What follows belongs to an exercise in optimizing a design on an open flow for small area; a production flow would make more cautious choices. In this exercise RTL edits were held to simulation tests only and were not proved equivalent to the original. Power is estimated from default activity; no workload was simulated.

Setup of build 10:
==> flow/design.v <==
`timescale 1ns/1ns
package alu_pkg;
	localparam int word_width = 32;
	localparam int mult_steps = 32;
	localparam int step_cnt_width = $clog2(mult_steps);
	localparam int cla_groups = word_width / 4;
	typedef enum logic [3:0] {
		op_add  = 4'd0,
		op_sub  = 4'd1,
		op_and  = 4'd2,
		op_or   = 4'd3,
		op_not  = 4'd4,
		op_neg  = 4'd5,
		op_shr  = 4'd6,
		op_shra = 4'd7,
		op_shl  = 4'd8,
		op_ror  = 4'd9,
		op_rol  = 4'd10,
		op_mul  = 4'd11
	} alu_op_t;
endpackage
`timescale 1ns/1ns
`timescale 1ns/1ns
`timescale 1ns/1ns
`timescale 1ns/1ns
`timescale 1ns/1ns
import alu_pkg::*;
module alu_unit (
	input  logic                           clk,
	input  logic                           rst,
	input  logic [alu_pkg::word_width-1:0] bus_in,
	input  logic                           y_load,
	input  alu_pkg::alu_op_t               op,
	input  logic                           op_valid,
	output logic [alu_pkg::word_width-1:0] z_hi,
	output logic [alu_pkg::word_width-1:0] z_lo,
	output logic                           done,
	output logic                           busy
);
	logic [31:0] y;
	logic        y_zero;
	logic [31:0] m;
	logic [32:0] acc;
	logic [31:0] q;
	logic [6:0]  cnt;
	logic        run;
	logic [3:0]  opr;
	logic        cy;
	logic        accept;
	logic        term;
	logic        rclass;
	logic        last;
	logic        is_mul;
	logic        big;
	logic [6:0]  cnt0;
	logic        mq;
	logic [32:0] mx;
	logic [32:0] acc_sum;
	logic        sa;
	logic        sb;
	logic        ssum;
	logic        sbit;
	logic        fill;
	assign rclass = (opr == 4'd6) | (opr == 4'd7) | (opr == 4'd9);
	assign term   = cnt[6] | (rclass & (&cnt[5:0]));
	assign busy   = run & ~term;
	assign done   = run & term;
	assign accept = op_valid & ~busy & ~rst;
	assign z_hi = acc[31:0];
	assign z_lo = q;
	assign big = |bus_in[31:5];
	always_comb begin
		case (op)
			4'd6, 4'd7: cnt0 = big ? 7'd31 : {2'b01, ~bus_in[4:0]};
			4'd8:       cnt0 = big ? 7'd32 : {2'b00, bus_in[4:0]};
			4'd9:       cnt0 = {2'b01, ~bus_in[4:0]};
			4'd10:      cnt0 = {2'b01, bus_in[4:0]};
			default:    cnt0 = 7'd32;
		endcase
	end
	assign is_mul  = (opr == 4'd11);
	assign last    = &cnt[5:0];
	assign mq      = q[0] & is_mul;
	assign mx      = {m[31], m} ^ {33{last}};
	logic [35:0] ga, gb, gp, gg;
	logic [36:0] gcar;
	assign ga = {3'b000, acc};
	assign gb = {3'b000, mx & {33{mq}}};
	assign gg = ga & gb;
	assign gp = ga ^ gb;
	always_comb begin
		gcar[0] = mq & last;
		for (int k = 0; k < 9; k++) begin
			gcar[4*k+1] = gg[4*k] | (gp[4*k] & gcar[4*k]);
			gcar[4*k+2] = gg[4*k+1] | (gp[4*k+1] & gg[4*k]) | (gp[4*k+1] & gp[4*k] & gcar[4*k]);
			gcar[4*k+3] = gg[4*k+2] | (gp[4*k+2] & gg[4*k+1]) | (gp[4*k+2] & gp[4*k+1] & gg[4*k])
				| (gp[4*k+2] & gp[4*k+1] & gp[4*k] & gcar[4*k]);
			gcar[4*k+4] = gg[4*k+3] | (gp[4*k+3] & gg[4*k+2]) | (gp[4*k+3] & gp[4*k+2] & gg[4*k+1])
				| (gp[4*k+3] & gp[4*k+2] & gp[4*k+1] & gg[4*k])
				| (gp[4*k+3] & gp[4*k+2] & gp[4*k+1] & gp[4*k] & gcar[4*k]);
		end
	end
	assign acc_sum = gp[32:0] ^ gcar[32:0];
	assign sa   = q[0] & (opr != 4'd5);
	assign sb   = acc[0] ^ ((opr == 4'd1) | (opr == 4'd4) | (opr == 4'd5));
	assign ssum = sa ^ sb ^ cy;
	always_comb begin
		case (opr)
			4'd2:    sbit = sa & sb;
			4'd3:    sbit = sa | sb;
			4'd4:    sbit = sb;
			default: sbit = ssum;
		endcase
	end
	always_comb begin
		case (opr)
			4'd0, 4'd1, 4'd2, 4'd3, 4'd4, 4'd5: fill = sbit;
			4'd7:        fill = q[31];
			4'd9, 4'd10: fill = q[0];
			default:     fill = acc_sum[0];
		endcase
	end
	always_ff @(posedge clk) begin
		if (y_load)
			y <= bus_in;
		if (rst)
			y_zero <= 1'b1;
		else if (y_load)
			y_zero <= 1'b0;
	end
	always_ff @(posedge clk) begin
		if (rst)
			run <= 1'b0;
		else if (accept)
			run <= 1'b1;
		else if (term)
			run <= 1'b0;
	end
	always_ff @(posedge clk) begin
		if (accept) begin
			m   <= bus_in;
			opr <= op;
		end
	end
	always_ff @(posedge clk) begin
		if (accept) begin
			q   <= y_zero ? 32'd0 : y;
			acc <= (op <= 4'd5) ? {1'b0, bus_in} : 33'd0;
			cy  <= (op == 4'd1) | (op == 4'd5);
			cnt <= cnt0;
		end else begin
			q   <= {fill, q[31:1]};
			acc <= {acc_sum[32], acc_sum[32] | ((opr == 4'd8) & q[0] & ~cnt[5]), acc_sum[31:1]};
			cy  <= (sa & sb) | (sa & cy) | (sb & cy);
			cnt <= cnt + 7'd1;
		end
	end
endmodule
Settings: LEC_CHECK=0, CAP_MARGIN=20, CORE_MARGIN=2, CORE_UTILIZATION=40, CTS_BUF_LIST=sky130_fd_sc_hd__clkbuf_4 sky130_fd_sc_hd__clkbuf_8, CTS_CLUSTER_DIAMETER=100, CTS_CLUSTER_SIZE=20, SLEW_MARGIN=20; clock period 6.0 ns.
run.sh (not shown) runs the stock make flow with config.mk's settings and CLKGATE_MAP_FILE= SYNTH_SCRIPT=/design/flow/synth_recipe.tcl, a recipe that flattens the netlist after the stock synthesis.
Build 10 has completed all stages; timing, DRC and antenna checks passed.
### build 10 -> build 76
Settings: CTS_CLUSTER_DIAMETER no longer set, was 100; CTS_CLUSTER_SIZE no longer set, was 20; CTS_BUF_LIST no longer set, was sky130_fd_sc_hd__clkbuf_4 sky130_fd_sc_hd__clkbuf_8.
Results
- Result: PASS for each of build 10 and build 76
- Going from build 10 to build 76, the wire length reported by the detailed router was found to have gone up by about 0.5%.
- Build 10 -> build 76: total power increased by more than 10%
- Sort build 10 and build 76 by final-layout worst hold slack, ascending, and build 76 comes first.
Inputs modified between build 76 and build 46:
Settings: CTS_BUF_LIST: unset -> sky130_fd_sc_hd__clkbuf_8; CTS_CLUSTER_SIZE: unset -> 30.
--- outcome ---
- Lower minimum clock period goes to build 46 over build 76.
- Between build 46 and build 76, it is build 46 whose worst hold margin is higher, by 0.0045 ns.
- Build 46 supports a higher top clock frequency than build 76.
- Final core area utilization ends up lower on build 46.
- Changes observed in build 46 relative to build 76: clock network area share decreased 2.1 points; met3 usage in global routing down 0.40 points; largest stage delay on the critical path held steady.
- Build 46 and build 76 ended up with nearly the same depth of the most critical reg-to-reg path.
- | register-to-register path setup slack | build 46 vs build 76 | ≈ equal |
- Build 46 — met1 wire length about 2% lower, build 76 as reference

---

alu_unit, a different RTL version from the one above (not shown whole).
Size: ~620 cells after synthesis, roughly 150 flip-flops, about 6700 um^2 of cells after synthesis.
export LEC_CHECK = 0
export CAP_MARGIN = 20
export CORE_MARGIN = 2
export CORE_UTILIZATION = 40
export CTS_BUF_LIST = sky130_fd_sc_hd__clkbuf_8
export CTS_CLUSTER_SIZE = 30
export SLEW_MARGIN = 20
create_clock -name core_clock -period 6.0 [get_ports {clk}]
standard.sh (not shown) runs the stock make flow with config.mk's settings and CLKGATE_MAP_FILE= SYNTH_SCRIPT=/design/flow/synth_recipe.tcl, a recipe that flattens the netlist after the stock synthesis.
==> flow/flow/run.sh <==
#!/bin/bash
# The standard layout (standard.sh, with its unchanged synthesis), with two
# changes passed to ORFS as make variables:
#  - the port buffers that ORFS inserts before global placement use the
#    smallest buffer cell (every input and output port still gets one);
#  - clock tree synthesis runs without dummy loads.
# make's output goes to standard_flow.log; ORFS keeps each step's log under
# orfs/logs/.
set -euo pipefail
bash standard.sh \
  "BUFFER_PORTS_ARGS=-buffer_cell sky130_fd_sc_hd__buf_1" \
  "CTS_ARGS=-sink_clustering_enable -repair_clock_nets -sink_clustering_size 30 -buf_list sky130_fd_sc_hd__clkbuf_8 -dont_use_dummy_load" \
  finish > standard_flow.log 2>&1
==> next run, changes <==
==> flow/run.sh (new file) <==
#!/bin/bash
# synth_recipe.tcl (not shown) runs the flow's synth.tcl, then flattens the netlist and writes it again
# the make line also repeats each setting of config.mk as NAME=value (left out here)
make -C /OpenROAD-flow-scripts/flow DESIGN_CONFIG=/design/flow/config.mk WORK_HOME=/design/flow/orfs CLKGATE_MAP_FILE= SYNTH_SCRIPT=/design/flow/synth_recipe.tcl finish
--- a/flow/config.mk
+++ b/flow/config.mk
@@ -9,5 +9,3 @@
 export CORE_MARGIN = 2
 export CORE_UTILIZATION = 40
-export CTS_BUF_LIST = sky130_fd_sc_hd__clkbuf_8
-export CTS_CLUSTER_SIZE = 30
 export SLEW_MARGIN = 20
removed: flow/flow/run.sh
removed: flow/standard.sh
Effect: The new run produced a clean layout. Combinational power came out higher by a quarter to a third. Cell area goes up by about a fifth. Cell count went up by a few percent. Routed wire length grows by a few percent. Power rose by a quarter to a third. Register-to-register slack hardly moves.
==> next run, changes <==
--- a/flow/config.mk
+++ b/flow/config.mk
@@ -8,4 +8,7 @@
 export CAP_MARGIN = 20
 export CORE_MARGIN = 2
-export CORE_UTILIZATION = 40
+export CORE_UTILIZATION = 65
+export CTS_BUF_LIST = sky130_fd_sc_hd__clkbuf_8
+export CTS_CLUSTER_DIAMETER = 150
+export CTS_CLUSTER_SIZE = 30
 export SLEW_MARGIN = 20
Result:
- The new run went through all stages and came out clean
- non-clock buffer count went down by 6
- area after synthesis is unchanged
- register-to-register slack improves by 50 ps
- worst hold slack is about the same
==> next run, changes <==
--- a/flow/config.mk
+++ b/flow/config.mk
@@ -8,7 +8,6 @@
 export CAP_MARGIN = 20
 export CORE_MARGIN = 2
-export CORE_UTILIZATION = 65
+export CORE_UTILIZATION = 40
 export CTS_BUF_LIST = sky130_fd_sc_hd__clkbuf_8
-export CTS_CLUSTER_DIAMETER = 150
 export CTS_CLUSTER_SIZE = 30
 export SLEW_MARGIN = 20
- setup slack improved by 12 ps
- design area rose by 2.9%
- synthesized area is unchanged
- first-iteration DRC count fell by 22%
- critical path depth rose by 1
- cell count rose by 11%

-- static timing again, ports no longer ideal --
No port has a modelled driver above. Below, the same layouts with a new extraction and two added sets of constraints. Step 1 (the two cells are an assumption about what drives the block):
set clk [get_ports {clk}]
set_driving_cell -lib_cell sky130_fd_sc_hd__clkbuf_16 $clk
set_driving_cell -lib_cell sky130_fd_sc_hd__buf_2 [delete_from_list [all_inputs] $clk]
Step 2 times the ports against the registers' clock, not the clock port: input delays grow and output delays shrink by t, the midpoint of the rising clock arrivals with the driver on. Three values: ideal, step 1, step 2; two values: the first two.
| run | t, ns | slack for setup (ns) | hold slack, ns | latest minus earliest clock arrival (ns) | cell pins on the clock port's net |
|---|---|---|---|---|---|
| build 10 | 0.490 | 1.517 / 1.517 / 1.517 | 0.463 / 0.463 / 0.463 | 0.009 / 0.010 | 1 |
| build 76 | 0.465 | 1.508 / 1.508 / 1.508 | 0.459 / 0.459 / 0.459 | 0.006 / 0.006 | 1 |
| build 46 | 0.486 | 1.523 / 1.523 / 1.523 | 0.463 / 0.463 / 0.463 | 0.010 / 0.010 | 1 |
| the first run of note 2 | 0.481 | 0.284 / 0.284 / 0.284 | 0.439 / 0.439 / 0.439 | 0.031 / 0.031 | 1 |
| the second run of note 2 | 0.455 | 0.279 / 0.279 / 0.279 | 0.449 / 0.449 / 0.449 | 0.008 / 0.008 | 1 |
| the third run of note 2 | 0.469 | 0.332 / 0.332 / 0.332 | 0.452 / 0.452 / 0.452 | 0.010 / 0.010 | 1 |
| the fourth run of note 2 | 0.483 | 0.344 / 0.344 / 0.344 | 0.454 / 0.454 / 0.454 | 0.012 / 0.012 | 1 |
After both steps every run listed still meets setup and hold.
